This is an optimization exercise on Yosys and OpenROAD, whose aim is small area and few clock cycles, not a production implementation. The RTL was checked by simulation tests, not by an equivalence proof against the original design.

==> build 13 <==
Design marching_squares_top, start of the top module:
module marching_squares_top (
    input  wire        clk,
    input  wire        rst_n,
    input  wire        cell_valid,
    output wire        cell_stall,
    input  wire [79:0] cell_word,
    output wire        seg_valid,
    input  wire        seg_stall,
    output wire [36:0] seg,
    input  wire        psel,
    input  wire        penable,
    input  wire        pwrite,
    input  wire [3:0]  paddr,
    input  wire [31:0] pwdata,
    output wire [31:0] prdata,
    output wire        pready
);
    marching_squares_cell_segments u_core (
        .clk        (clk),
        .rst_n      (rst_n),
        .cell_valid (cell_valid),
        .cell_stall (cell_stall),
        .cell_word  (cell_word),
        .seg_valid  (seg_valid),
        .seg_stall  (seg_stall),
        .seg        (seg),
        .psel       (psel),
        .penable    (penable),
        .pwrite     (pwrite),
        .paddr      (paddr),
        .pwdata     (pwdata),
        .prdata     (prdata),
        .pready     (pready)
    );
endmodule
export LEC_CHECK = 0
export CAP_MARGIN = 20
export CORE_MARGIN = 2
export CORE_UTILIZATION = 40
export SLEW_MARGIN = 20
create_clock -name core_clock -period 9.0 [get_ports {clk}]
standard.sh (not shown) runs the stock make flow with config.mk's settings and CLKGATE_MAP_FILE= SYNTH_SCRIPT=/design/flow/synth_recipe.tcl, a recipe that flattens the netlist after the stock synthesis.
==> flow/flow/run.sh <==
#!/bin/bash
# The standard layout with these changes:
#  - synthesis: the standard script (same registers, names and cell types), but
#    the design's modules are kept apart until after technology mapping; the
#    index adder tree (mscs_idx), which holds the critical path, is mapped with
#    ORFS's speed script and every other module with flow/abc_area.script, an
#    area-oriented mapping; the yosys pre-mapping abc pass is skipped. After
#    flattening, the index datapath's internal wire names are dropped so that
#    its outputs drive the output ports directly, buffers are inserted only for
#    outputs that share a net (as the standard synthesis does), and the netlist
#    is renamed as in the standard synthesis
#  - plain buf_1 cells as the port buffers
#  - a clock tree of a few clkbuf_16 cells (large sink clusters), no dummy loads
set -uo pipefail
W=$(pwd)
sed -e "s#^source \$::env(SCRIPTS_DIR)/synth_preamble.tcl\$#source \$::env(SCRIPTS_DIR)/synth_preamble.tcl\nset abc_area_args [lreplace \$abc_args 1 1 $W/flow/abc_area.script]#" \
    -e "s#^  log_cmd abc {\*}\$abc_args\$#  log_cmd abc {*}\$abc_args mscs_idx\n  log_cmd abc {*}\$abc_area_args marching_squares_top marching_squares_cell_segments mscs_seg_calc#" \
    "$FLOW_HOME/scripts/synth.tcl" > "$W/my_synth_core.tcl"
sed -e "s#source \$::env(SCRIPTS_DIR)/synth.tcl#source $W/my_synth_core.tcl#" \
    -e "s#yosys synth -nofsm -noshare#yosys synth -nofsm -noshare -noabc#" \
    -e "s#^opt_clean -purge\$#yosys rename -hide w:u_core.u_calc.*\nopt_clean -purge\ninsbuf -buf {*}\$::env(MIN_BUF_CELL_AND_PORTS)#" \
    synth_recipe.tcl > "$W/my_synth.tcl"
sed "s#SYNTH_SCRIPT=[^ ]*#SYNTH_SCRIPT=$W/my_synth.tcl#" standard.sh > "$W/my_standard.sh"
SYNTH_HIERARCHICAL=1 SYNTH_MINIMUM_KEEP_SIZE=0 SYNTH_INSBUF=0 bash "$W/my_standard.sh" synth > synth.log 2>&1
export BUFFER_PORTS_ARGS="-buffer_cell sky130_fd_sc_hd__buf_1"
export CTS_ARGS="-sink_clustering_enable -repair_clock_nets -buf_list sky130_fd_sc_hd__clkbuf_16 -root_buf sky130_fd_sc_hd__clkbuf_16 -dont_use_dummy_load -sink_clustering_size 45 -sink_clustering_max_diameter 300"
bash "$W/my_standard.sh" > standard.log 2>&1
==> flow/flow/abc_area.script <==
strash
&get -n
&fraig -x
&put
scorr
dc2
dch -f
amap
topo
stime -c
==> inputs of build 64, as changes to build 13 <==
--- a/flow/flow/run.sh
+++ b/flow/flow/run.sh
@@ -8,11 +8,11 @@
 #    flattening, the index datapath's internal wire names are dropped so that
 #    its outputs drive the output ports directly, buffers are inserted only for
 #    outputs that share a net (as the standard synthesis does), and the netlist
 #    is renamed as in the standard synthesis
 #  - plain buf_1 cells as the port buffers
-#  - a clock tree of a few clkbuf_16 cells (large sink clusters), no dummy loads
+#  - a clock tree of clkbuf_8 cells, larger sink clusters, no dummy loads
 set -uo pipefail
 W=$(pwd)
 sed -e "s#^source \$::env(SCRIPTS_DIR)/synth_preamble.tcl\$#source \$::env(SCRIPTS_DIR)/synth_preamble.tcl\nset abc_area_args [lreplace \$abc_args 1 1 $W/flow/abc_area.script]#" \
     -e "s#^  log_cmd abc {\*}\$abc_args\$#  log_cmd abc {*}\$abc_args mscs_idx\n  log_cmd abc {*}\$abc_area_args marching_squares_top marching_squares_cell_segments mscs_seg_calc#" \
     "$FLOW_HOME/scripts/synth.tcl" > "$W/my_synth_core.tcl"
@@ -21,7 +21,7 @@
     -e "s#^opt_clean -purge\$#yosys rename -hide w:u_core.u_calc.*\nopt_clean -purge\ninsbuf -buf {*}\$::env(MIN_BUF_CELL_AND_PORTS)#" \
     synth_recipe.tcl > "$W/my_synth.tcl"
 sed "s#SYNTH_SCRIPT=[^ ]*#SYNTH_SCRIPT=$W/my_synth.tcl#" standard.sh > "$W/my_standard.sh"
 SYNTH_HIERARCHICAL=1 SYNTH_MINIMUM_KEEP_SIZE=0 SYNTH_INSBUF=0 bash "$W/my_standard.sh" synth > synth.log 2>&1
 export BUFFER_PORTS_ARGS="-buffer_cell sky130_fd_sc_hd__buf_1"
-export CTS_ARGS="-sink_clustering_enable -repair_clock_nets -buf_list sky130_fd_sc_hd__clkbuf_16 -root_buf sky130_fd_sc_hd__clkbuf_16 -dont_use_dummy_load -sink_clustering_size 45 -sink_clustering_max_diameter 300"
+export CTS_ARGS="-sink_clustering_enable -repair_clock_nets -buf_list sky130_fd_sc_hd__clkbuf_8 -root_buf sky130_fd_sc_hd__clkbuf_8 -dont_use_dummy_load -sink_clustering_size 30"
 bash "$W/my_standard.sh" > standard.log 2>&1
--- a/flow/config.mk
+++ b/flow/config.mk
@@ -5,7 +5,8 @@
 export SDC_FILE = /design/flow/constraint.sdc
 export NUM_CORES = 4
 export LEC_CHECK = 0
 export CAP_MARGIN = 20
 export CORE_MARGIN = 2
-export CORE_UTILIZATION = 40
+export CORE_UTILIZATION = 55
+export PLACE_DENSITY = 0.75
 export SLEW_MARGIN = 20
==> inputs of build 59, as changes to build 13 <==
--- a/flow/design.v
+++ b/flow/design.v
@@ -880,10 +880,11 @@
     logic                 rows_lo, rows_hi;
     logic [IW-1:0]        horiz_reg;
     logic [CW-1:0]        cols_c;
     logic [7:0]           cols_m2;
     logic [7:0]           rows_m1;
+    logic [7:0]           rows_m2;
     logic                 wd_lo, wd_hi;
     logic                 cfg_wr;
     logic                 grid_wr;
     logic                 grid_wr_reg;
     assign pready  = 1'b1;
@@ -895,10 +896,11 @@
     assign rows_lo = rows_raw_reg[8:1] == 8'd0;
     assign rows_hi = rows_raw_reg[8] && (rows_raw_reg[7:0] != 8'd0);
     assign cols_c  = cols_lo_reg ? CW'(2) : (cols_hi_reg ? CW'(256) : cols_raw_reg);
     assign cols_m2 = clamp_minus(cols_raw_reg, cols_lo_reg, cols_hi_reg, 8'd2);
     assign rows_m1 = clamp_minus(rows_raw_reg, rows_lo, rows_hi, 8'd1);
+    assign rows_m2 = clamp_minus(rows_raw_reg, rows_lo, rows_hi, 8'd2);
     always_ff @(posedge clk or negedge rst_n)
     begin
         if (!rst_n)
             grid_wr_reg <= 1'b0;
         else
@@ -982,11 +984,11 @@
         hc = 1'b1;
         for (int i = 0; i < 18; i++)
             hc = (s3[i] & c3[i]) | (s3[i] & hc) | (c3[i] & hc);
         high = s3[18] ^ c3[18] ^ hc;
     end
-    assign in_grid = ge8(cols_m2, cell_word.cell_x) && !ge8(cell_word.cell_y, rows_m1);
+    assign in_grid = ge8(cols_m2, cell_word.cell_x) && ge8(rows_m2, cell_word.cell_y);
     assign saddle  = (code == 4'd5) || (code == 4'd10);
     assign has_seg = in_grid && (code != 4'd0) && (code != 4'd15);
     assign flip    = high != (code == 4'd5);
     always_comb
     begin
==> flow/flow/run.sh (replaced) <==
#!/bin/bash
# The standard layout with three changes:
#  - synthesis maps logic with flow/abc_area.script, ORFS's speed script without
#    its blanket buffering and up-sizing (timing is repaired later in the flow);
#    everything else in synthesis, registers included, is the standard script
#  - plain buf_1 cells as the port buffers
#  - a clock tree of clkbuf_8 cells, larger sink clusters, no dummy loads
set -uo pipefail
W=$(pwd)
sed "s#^source \$::env(SCRIPTS_DIR)/synth_preamble.tcl\$#source \$::env(SCRIPTS_DIR)/synth_preamble.tcl\nset abc_args [lreplace \$abc_args 1 1 $W/flow/abc_area.script]#" \
    "$FLOW_HOME/scripts/synth.tcl" > "$W/my_synth_core.tcl"
sed "s#source \$::env(SCRIPTS_DIR)/synth.tcl#source $W/my_synth_core.tcl#" synth_recipe.tcl > "$W/my_synth.tcl"
sed "s#SYNTH_SCRIPT=[^ ]*#SYNTH_SCRIPT=$W/my_synth.tcl#" standard.sh > "$W/my_standard.sh"
export BUFFER_PORTS_ARGS="-buffer_cell sky130_fd_sc_hd__buf_1"
export CTS_ARGS="-sink_clustering_enable -repair_clock_nets -buf_list sky130_fd_sc_hd__clkbuf_8 -root_buf sky130_fd_sc_hd__clkbuf_8 -dont_use_dummy_load -sink_clustering_size 30"
bash "$W/my_standard.sh" > standard.log 2>&1
==> flow/flow/abc_area.script (replaced) <==
&get -n
&st
&dch
&nf
&st
&syn2
&if -g -K 6
&synch2
&nf
&st
&syn2
&if -g -K 6
&synch2
&nf
&st
&syn2
&if -g -K 6
&synch2
&nf
&st
&syn2
&if -g -K 6
&synch2
&nf
&st
&syn2
&if -g -K 6
&synch2
&nf
&put
topo
stime -c
dnsize -c
==> results.ini <==
[synthesis]
synthesis.area_sq_mm=0.0118

[grt]
grtUsageTotal=0.231
antenna_found_initial=0

[layout]
nMultiInputCombCells=937
finalNetCount=1795
fin_area_sq_mm=0.0132

[sta]
finClkSkew_ns=0.0340
holdWs_ns=0.577
period_share=0.964

[status]
status=no timing/DRC/antenna violations

[floorplan]
initial_core_util=0.409

[worst_setup_path]
rrSetupSlack_ns=2.38
worstPathArrival_ns=6.88

[clocking]
clock_latency_ns=0.39

[detailed_routing]
viasPerCell=5.51

Source of the figures above: build 59

==> results.ini <==
[grt]
grtUsageTotal=0.220
antenna_found_initial=1

[clocking]
clock_latency_ns=0.36

[floorplan]
initial_core_util=0.404

[sta]
period_share=0.963
finClkSkew_ns=0.0228
holdWs_ns=0.535

[layout]
fin_area_sq_mm=0.0119
finalNetCount=1639

[status]
status=no timing/DRC/antenna violations

[detailed_routing]
viasPerCell=5.48

[synthesis]
synthesis.area_sq_mm=0.0104

[worst_setup_path]
worstPathArrival_ns=6.87
rrSetupSlack_ns=2.49

Source of the figures above: build 13

==> results.ini <==
[floorplan]
initial_core_util=0.559
rows=50

[detailed_routing]
viasPerCell=5.99

[clocking]
clock_latency_ns=0.39

[layout]
fin_area_sq_mm=0.0117

[grt]
grtUsageTotal=0.293

[worst_setup_path]
critPathBufInv=5
rrSetupSlack_ns=2.52

[sta]
period_share=0.963
holdWs_ns=0.536
finClkSkew_ns=0.0299

[status]
status=no timing/DRC/antenna violations

Source of the figures above: build 64

Testbench counts of build 13, summed over its fixed seeds: cycles 10,644.
Testbench counts of build 64, summed over its fixed seeds: cycles 10,644.
Testbench counts of build 59, summed over its fixed seeds: cycles 10,644.

## separate check: timing with driven ports
The flow's constraints put no driver on any port. The routed layouts listed below were extracted and timed again, unchanged, in two steps.
Step 1 sets driving cells, clkbuf_16 on the clock port and buf_2 on the other inputs (assumed; they add their load-dependent delay and slew).
Step 2, shift: input delay + t, output delay - t, t = (earliest + latest rising clock arrival at the registers) / 2. This alone moves slack from input paths to output paths.
Slacks: no drivers / after step 1 / after step 2; pairs: no drivers / after step 1.
run	shift t [ns]	setup slack, ns	hold slack, ns	slew at the worst register clock pin (ns)
build 13	0.395	0.334 / 0.287 / 0.682	0.535 / 0.535 / 0.535	0.07 / 0.07
build 64	0.412	0.331 / 0.292 / 0.704	0.536 / 0.536 / 0.536	0.10 / 0.10
build 59	0.415	0.320 / 0.274 / 0.689	0.577 / 0.577 / 0.577	0.11 / 0.11
After both steps setup and hold are still met in every run listed.
